Source: an optimization exercise on an open RTL-to-GDS flow (aim: small area and a short achievable clock period). Production flows keep margins and buffers that such runs may drop. Function was checked by simulation only, so behaviour that the tests miss may differ from the original. No activity file was given, so power comes from the tool's default toggle rates.

==> inputs of run a <==
==> flow/design.v <==
package ofdm_subcarrier_mapper_pkg;
   localparam int SAMPLE_W = 16;
   localparam int LFSR_W   = 7;
   localparam logic signed [SAMPLE_W-1:0] PILOT_AMP_DEF = 16'sh5A82;
   localparam logic [LFSR_W-1:0] LFSR_SEED = 7'h7F;
   localparam logic [LFSR_W-1:0] LFSR_TAPS = 7'b100_1000;
   typedef enum logic [1:0] {
      SC_NULL  = 2'd0,
      SC_PILOT = 2'd1,
      SC_DATA  = 2'd2
   } sc_type_e;
   typedef enum logic {
      RD_IDLE = 1'b0,
      RD_RUN  = 1'b1
   } rd_state_e;
   typedef struct packed {
      logic signed [SAMPLE_W-1:0] re;
      logic signed [SAMPLE_W-1:0] im;
   } sample_t;
endpackage
import ofdm_subcarrier_mapper_pkg::*;
module ofdm_pingpong_ram
#(
   parameter int DEPTH = 45
)(
   input  logic                  clk,
   input  logic                  wr_go,
   input  logic                  rd_go,
   input  logic [1:0]            wr_ok,
   input  logic [1:0]            rd_ok,
   input  logic [2*SAMPLE_W-1:0] wr_data,
   input  logic [2*DEPTH-1:0]    rd_sel,
   output logic [2*SAMPLE_W-1:0] rd_data
);
   logic [2*SAMPLE_W-1:0] mem [2*DEPTH];
   logic [1:0]            sh, sh_wr;
   always_comb begin
      for (int b = 0; b < 2; b++) begin
         sh_wr[b] = wr_go && wr_ok[b];
         sh[b]    = sh_wr[b] || (rd_go && rd_ok[b]);
      end
   end
   for (genvar b = 0; b < 2; b++) begin : g_bank
      always_ff @(posedge clk) begin
         if (sh[b]) begin
            mem[b*DEPTH] <= sh_wr[b] ? wr_data : '0;
            for (int e = 1; e < DEPTH; e++) mem[b*DEPTH+e] <= mem[b*DEPTH+e-1];
         end
      end
   end
   always_comb begin
      rd_data = '0;
      for (int i = 0; i < 2*DEPTH; i++)
         rd_data = rd_data | ({(2*SAMPLE_W){rd_sel[i]}} & mem[i]);
   end
endmodule
import ofdm_subcarrier_mapper_pkg::*;
module ofdm_subcarrier_mapper
#(
   parameter int                NFFT          = 64,
   parameter int                GUARD         = 6,
   parameter int                PILOT_SPACING = 8,
   parameter logic signed [SAMPLE_W-1:0] PILOT_AMP     = PILOT_AMP_DEF
)(
   input  logic                          clk,
   input  logic                          rst,
   input  logic                          QAM_EN,
   input  logic signed [SAMPLE_W-1:0]    QAM_DATA_RE,
   input  logic signed [SAMPLE_W-1:0]    QAM_DATA_IM,
   input  logic                          FLUSH,
   input  logic                          OUT_READY,
   output logic                          MAP_EN,
   output logic                          MAP_START,
   output logic                          MAP_END,
   output logic [$clog2(NFFT)-1:0]       MAP_IDX,
   output logic signed [SAMPLE_W-1:0]    MAP_RE,
   output logic signed [SAMPLE_W-1:0]    MAP_IM,
   output logic                          OVF
);
   localparam int IW     = $clog2(NFFT);
   function automatic logic [1:0] sc_type_l(input int k);
      if ((k == 0) || ((k >= NFFT/2 - GUARD) && (k < NFFT/2 + GUARD))) sc_type_l = SC_NULL;
      else if ((k % PILOT_SPACING) == 0) sc_type_l = SC_PILOT;
      else sc_type_l = SC_DATA;
   endfunction
   function automatic int count_data_l(input int dummy);
      int n;
      n = 0;
      for (int k = 0; k < NFFT; k++) begin
         if (sc_type_l(k) == SC_DATA) n = n + 1;
      end
      count_data_l = n;
   endfunction
   localparam int N_DATA = count_data_l(0);
   localparam int AW     = $clog2(N_DATA + 1);
   logic                 wr_en, set_en, clr_en;
   logic [AW-1:0]        set_fill, cnt_after;
   logic [2*SAMPLE_W-1:0] wr_data, rd_data;
   logic [2*N_DATA-1:0]  rd_sel;
   logic [1:0]           full_q, full_d;
   logic [1:0][AW-1:0]   fill_q, fill_d;
   logic                 wbank_q, wbank_d;
   logic [AW-1:0]        wcnt_q, wcnt_d;
   logic                 ovf_q, ovf_d;
   logic                 state_q, state_d;
   logic                 rbank_q, rbank_d;
   logic                 map_en_q, map_en_d;
   logic                 map_start_q, map_start_d;
   logic                 map_end_q, map_end_d;
   logic [IW-1:0]        map_idx_q, map_idx_d;
   logic signed [SAMPLE_W-1:0] map_re_q, map_re_d;
   logic signed [SAMPLE_W-1:0] map_im_q, map_im_d;
   logic signed [SAMPLE_W-1:0] pilot_re;
   logic [1:0]           sc_k;
   assign wr_data = {QAM_DATA_RE, QAM_DATA_IM};
   logic [1:0]           cw, rr;
   logic                 rd_can_shift;
   always_comb begin
      for (int b = 0; b < 2; b++) begin
         cw[b] = (wbank_q == 1'(b)) && !full_q[b];
         rr[b] = rd_can_shift && (rbank_q == 1'(b));
      end
   end
   ofdm_pingpong_ram #(
      .DEPTH (N_DATA)
   ) u_ram (
      .clk      (clk),
      .wr_go    (QAM_EN),
      .rd_go    (OUT_READY),
      .wr_ok    (cw),
      .rd_ok    (rr),
      .wr_data  (wr_data),
      .rd_sel   (rd_sel),
      .rd_data  (rd_data)
   );
   always_comb begin
      wbank_d   = wbank_q;
      wcnt_d    = wcnt_q;
      ovf_d     = ovf_q;
      wr_en     = 1'b0;
      set_en    = 1'b0;
      set_fill  = '0;
      cnt_after = wcnt_q;
      if (QAM_EN) begin
         if (full_q[wbank_q]) begin
            ovf_d = 1'b1;
         end else begin
            wr_en     = 1'b1;
            cnt_after = wcnt_q + AW'(1);
         end
      end
      if (wr_en && (wcnt_q == AW'(N_DATA - 1))) begin
         set_en   = 1'b1;
         set_fill = AW'(N_DATA);
         wbank_d  = ~wbank_q;
         wcnt_d   = '0;
      end else if (FLUSH && (cnt_after != '0)) begin
         set_en   = 1'b1;
         set_fill = cnt_after;
         wbank_d  = ~wbank_q;
         wcnt_d   = '0;
      end else begin
         wcnt_d   = cnt_after;
      end
   end
   always_comb begin
      full_d = full_q;
      fill_d = fill_q;
      for (int b = 0; b < 2; b++) begin
         if (set_en && (wbank_q == 1'(b))) begin
            full_d[b] = 1'b1;
            fill_d[b] = set_fill;
         end else if (clr_en && (rbank_q == 1'(b))) begin
            full_d[b] = 1'b0;
         end
      end
   end
   always_ff @(posedge clk or posedge rst) begin
      if (rst) begin
         wbank_q <= 1'b0;
         wcnt_q  <= '0;
         ovf_q   <= 1'b0;
         full_q  <= '0;
         fill_q  <= '0;
      end else begin
         wbank_q <= wbank_d;
         wcnt_q  <= wcnt_d;
         ovf_q   <= ovf_d;
         full_q  <= full_d;
         fill_q  <= fill_d;
      end
   end
   logic [LFSR_W-1:0] lfsr_q, lfsr_d;
   always_comb begin
      lfsr_d = lfsr_q;
      if (map_en_q && OUT_READY &&
          (sc_type_l(32'(map_idx_q)) == SC_PILOT)) begin
         lfsr_d = {lfsr_q[LFSR_W-2:0], ^(lfsr_q & LFSR_TAPS)};
      end
      pilot_re = lfsr_d[LFSR_W-1] ? SAMPLE_W'(-PILOT_AMP) : PILOT_AMP;
   end
   always_ff @(posedge clk or posedge rst) begin
      if (rst) lfsr_q <= LFSR_SEED;
      else     lfsr_q <= lfsr_d;
   end
   logic                 ld, last;
   function automatic int data_pos_l(input int e);
      int n;
      data_pos_l = 0;
      n = 0;
      for (int k = 0; k < NFFT; k++) begin
         if (sc_type_l(k) == SC_DATA) begin
            if (n == e) data_pos_l = k;
            n = n + 1;
         end
      end
   endfunction
   assign last = (map_idx_q == IW'(NFFT - 1));
   always_comb begin
      for (int b = 0; b < 2; b++)
         for (int e = 0; e < N_DATA; e++)
            rd_sel[b*N_DATA+e] = (rbank_q == 1'(b)) && (fill_q[b] == AW'(e + 1));
   end
   always_comb begin
      sc_k = map_en_q ? sc_type_l(32'(map_idx_q) + 1) : SC_NULL;
   end
   assign rd_can_shift = state_q && map_en_q && !last && (sc_k == SC_DATA);
   always_comb begin
      state_d     = state_q;
      rbank_d     = rbank_q;
      map_en_d    = map_en_q;
      map_start_d = map_start_q;
      map_end_d   = map_end_q;
      map_idx_d   = map_idx_q;
      map_re_d    = map_re_q;
      map_im_d    = map_im_q;
      clr_en      = 1'b0;
      if (!state_q) begin
         if (full_q[rbank_q]) state_d = RD_RUN;
      end else if (map_en_q && last) begin
         if (OUT_READY) begin
            clr_en      = 1'b1;
            rbank_d     = ~rbank_q;
            map_en_d    = 1'b0;
            map_start_d = 1'b0;
            map_end_d   = 1'b0;
            map_idx_d   = '0;
            map_re_d    = '0;
            map_im_d    = '0;
            if (full_q[~rbank_q]) begin
               map_en_d    = 1'b1;
               map_start_d = 1'b1;
            end else begin
               state_d = RD_IDLE;
            end
         end
      end else if (!map_en_q || OUT_READY) begin
         map_en_d    = 1'b1;
         map_idx_d   = map_en_q ? map_idx_q + IW'(1) : '0;
         map_start_d = !map_en_q;
         map_end_d   = map_en_q && (map_idx_q == IW'(NFFT - 2));
         map_re_d    = (sc_k == SC_PILOT) ? pilot_re :
                       (sc_k == SC_DATA)  ? rd_data[2*SAMPLE_W-1:SAMPLE_W] : '0;
         map_im_d    = (sc_k == SC_DATA) ? rd_data[SAMPLE_W-1:0] : '0;
      end
   end
   always_ff @(posedge clk or posedge rst) begin
      if (rst) begin
         state_q     <= RD_IDLE;
         rbank_q     <= 1'b0;
         map_en_q    <= 1'b0;
         map_start_q <= 1'b0;
         map_end_q   <= 1'b0;
         map_idx_q   <= '0;
         map_re_q    <= '0;
         map_im_q    <= '0;
      end else begin
         state_q     <= state_d;
         rbank_q     <= rbank_d;
         map_en_q    <= map_en_d;
         map_start_q <= map_start_d;
         map_end_q   <= map_end_d;
         map_idx_q   <= map_idx_d;
         map_re_q    <= map_re_d;
         map_im_q    <= map_im_d;
      end
   end
   assign MAP_EN    = map_en_q;
   assign MAP_START = map_start_q;
   assign MAP_END   = map_end_q;
   assign MAP_IDX   = map_idx_q;
   assign MAP_RE    = map_re_q;
   assign MAP_IM    = map_im_q;
   assign OVF       = ovf_q;
endmodule
==> flow/flow/run.sh <==
#!/bin/bash
set -uo pipefail
cd "$(dirname "$0")/.."
export BUFFER_PORTS_ARGS="-buffer_cell sky130_fd_sc_hd__buf_4"
export SETUP_SLACK_MARGIN=6.6
bash standard.sh > standard_make.log 2>&1
status=$?
mkdir -p flow_logs
cp -r orfs/logs/* flow_logs/ 2>/dev/null || true
exit $status
==> flow/standard.sh <==
#!/bin/bash
# synth_recipe.tcl (not shown) runs the flow's synth.tcl, then flattens the netlist and writes it again
# the make line also repeats each setting of config.mk as NAME=value (left out here)
make -C /OpenROAD-flow-scripts/flow DESIGN_CONFIG=/design/flow/config.mk WORK_HOME=/design/flow/orfs CLKGATE_MAP_FILE= SYNTH_SCRIPT=/design/flow/synth_recipe.tcl "${@:-finish}"
==> flow/config.mk <==
export PLATFORM = sky130hd
export DESIGN_NAME = ofdm_subcarrier_mapper
export DESIGN_NICKNAME = ofdm_subcarrier_mapper
export VERILOG_FILES = /design/flow/design.v
export SDC_FILE = /design/flow/constraint.sdc
export NUM_CORES = 4
export LEC_CHECK = 0
export CAP_MARGIN = 20
export CORE_MARGIN = 2
export CORE_UTILIZATION = 55
export CTS_CLUSTER_DIAMETER = 100
export CTS_CLUSTER_SIZE = 20
export SLEW_MARGIN = 20
export SYNTH_HIERARCHICAL = 1
==> flow/constraint.sdc <==
create_clock -name core_clock -period 10.0 [get_ports {clk}]
set_input_delay 2.0000 -clock core_clock [delete_from_list [all_inputs] [get_ports {clk}]]
set_output_delay 2.0000 -clock core_clock [all_outputs]
set_load 0.01 [all_outputs]
==> inputs of run b, as changes to run a <==
--- a/flow/config.mk
+++ b/flow/config.mk
@@ -7,7 +7,7 @@
 export LEC_CHECK = 0
 export CAP_MARGIN = 20
 export CORE_MARGIN = 2
-export CORE_UTILIZATION = 55
+export CORE_UTILIZATION = 45
 export CTS_CLUSTER_DIAMETER = 100
 export CTS_CLUSTER_SIZE = 20
 export SLEW_MARGIN = 20
==> notes.md <==
Outcome: run a timing/DRC/antenna clean; run b timing/DRC/antenna clean
Mean routed wirelength per cell: run a 49.08 µm; run b 45.55 µm
Reg-to-Reg End: run a map_re_q[2]; run b map_re_q[8]
Worst setup slack before clock tree synthesis: run a 4.623 ns; run b 4.177 ns
Switching Share: run a 29.24%; run b 29.05%
Worst setup path endpoint: run a map_re_q[2]; run b MAP_IM[3]
Non-clock buffers, area share: run a 4.371%; run b 4.651%
Clk network pwr share: run a 22.2%; run b 22.1%
Number of nets in the layout: run a 5950; run b 5969
Met1 WL: run a 140900 µm; run b 140900 µm
Fraction of power consumed by sequential logic: run a 64.2%; run b 64.4%
Time the final worst path needs with I/O delays and setup: run a 3.496 ns; run b 3.485 ns
Worst Setup Slack, final: run a 6.504 ns; run b 6.515 ns
Net load switching power: run a 9.486 mW; run b 9.399 mW
Total internal power: run a 22.96 mW; run b 22.96 mW
Wire length of the first global-routing pass: run a 544200 µm; run b 544200 µm
Placed Area: run a 0.1113 mm²; run b 0.1121 mm²
Final-layout fill cell count: run a 13619; run b 18779
Critical path arrival: run a 4.21 ns; run b 1.48 ns
Placed cell count: run a 8104; run b 8731
Total routed wirelength: run a 420000 µm; run b 418000 µm
Count of cell instances traversed by the critical path: run a 12; run b 1

[port drivers added, routing unchanged]
Ports are ideal in the flow. The routed layouts listed here were re-timed in OpenROAD.
Step 1 (the two cells are an assumption about what drives the block):
set clk [get_ports {clk}]
set_driving_cell -lib_cell sky130_fd_sc_hd__clkbuf_16 $clk
set_driving_cell -lib_cell sky130_fd_sc_hd__buf_2 [delete_from_list [all_inputs] $clk]
Step 2, shift: input delay + t, output delay - t, t = (earliest + latest rising clock arrival at the registers) / 2. This alone moves slack from input paths to output paths.
a / b / c = no drivers / after step 1 / after step 2; a / b = the first two.
run | shift t [ns] | setup slack, ns | hold slack, ns | worst data-port slew with drivers (ns)
run a | 0.943 | 6.504 / 6.467 / 5.805 | 0.419 / 0.419 / 0.419 | 0.07
run b | 0.961 | 6.515 / 6.409 / 5.730 | 0.433 / 0.433 / 0.433 | 0.08
After both steps setup and hold are still met in every run listed. The setup slack of run b, which loses most, moves by -0.106 ns with the drivers and by -0.785 ns with both steps.
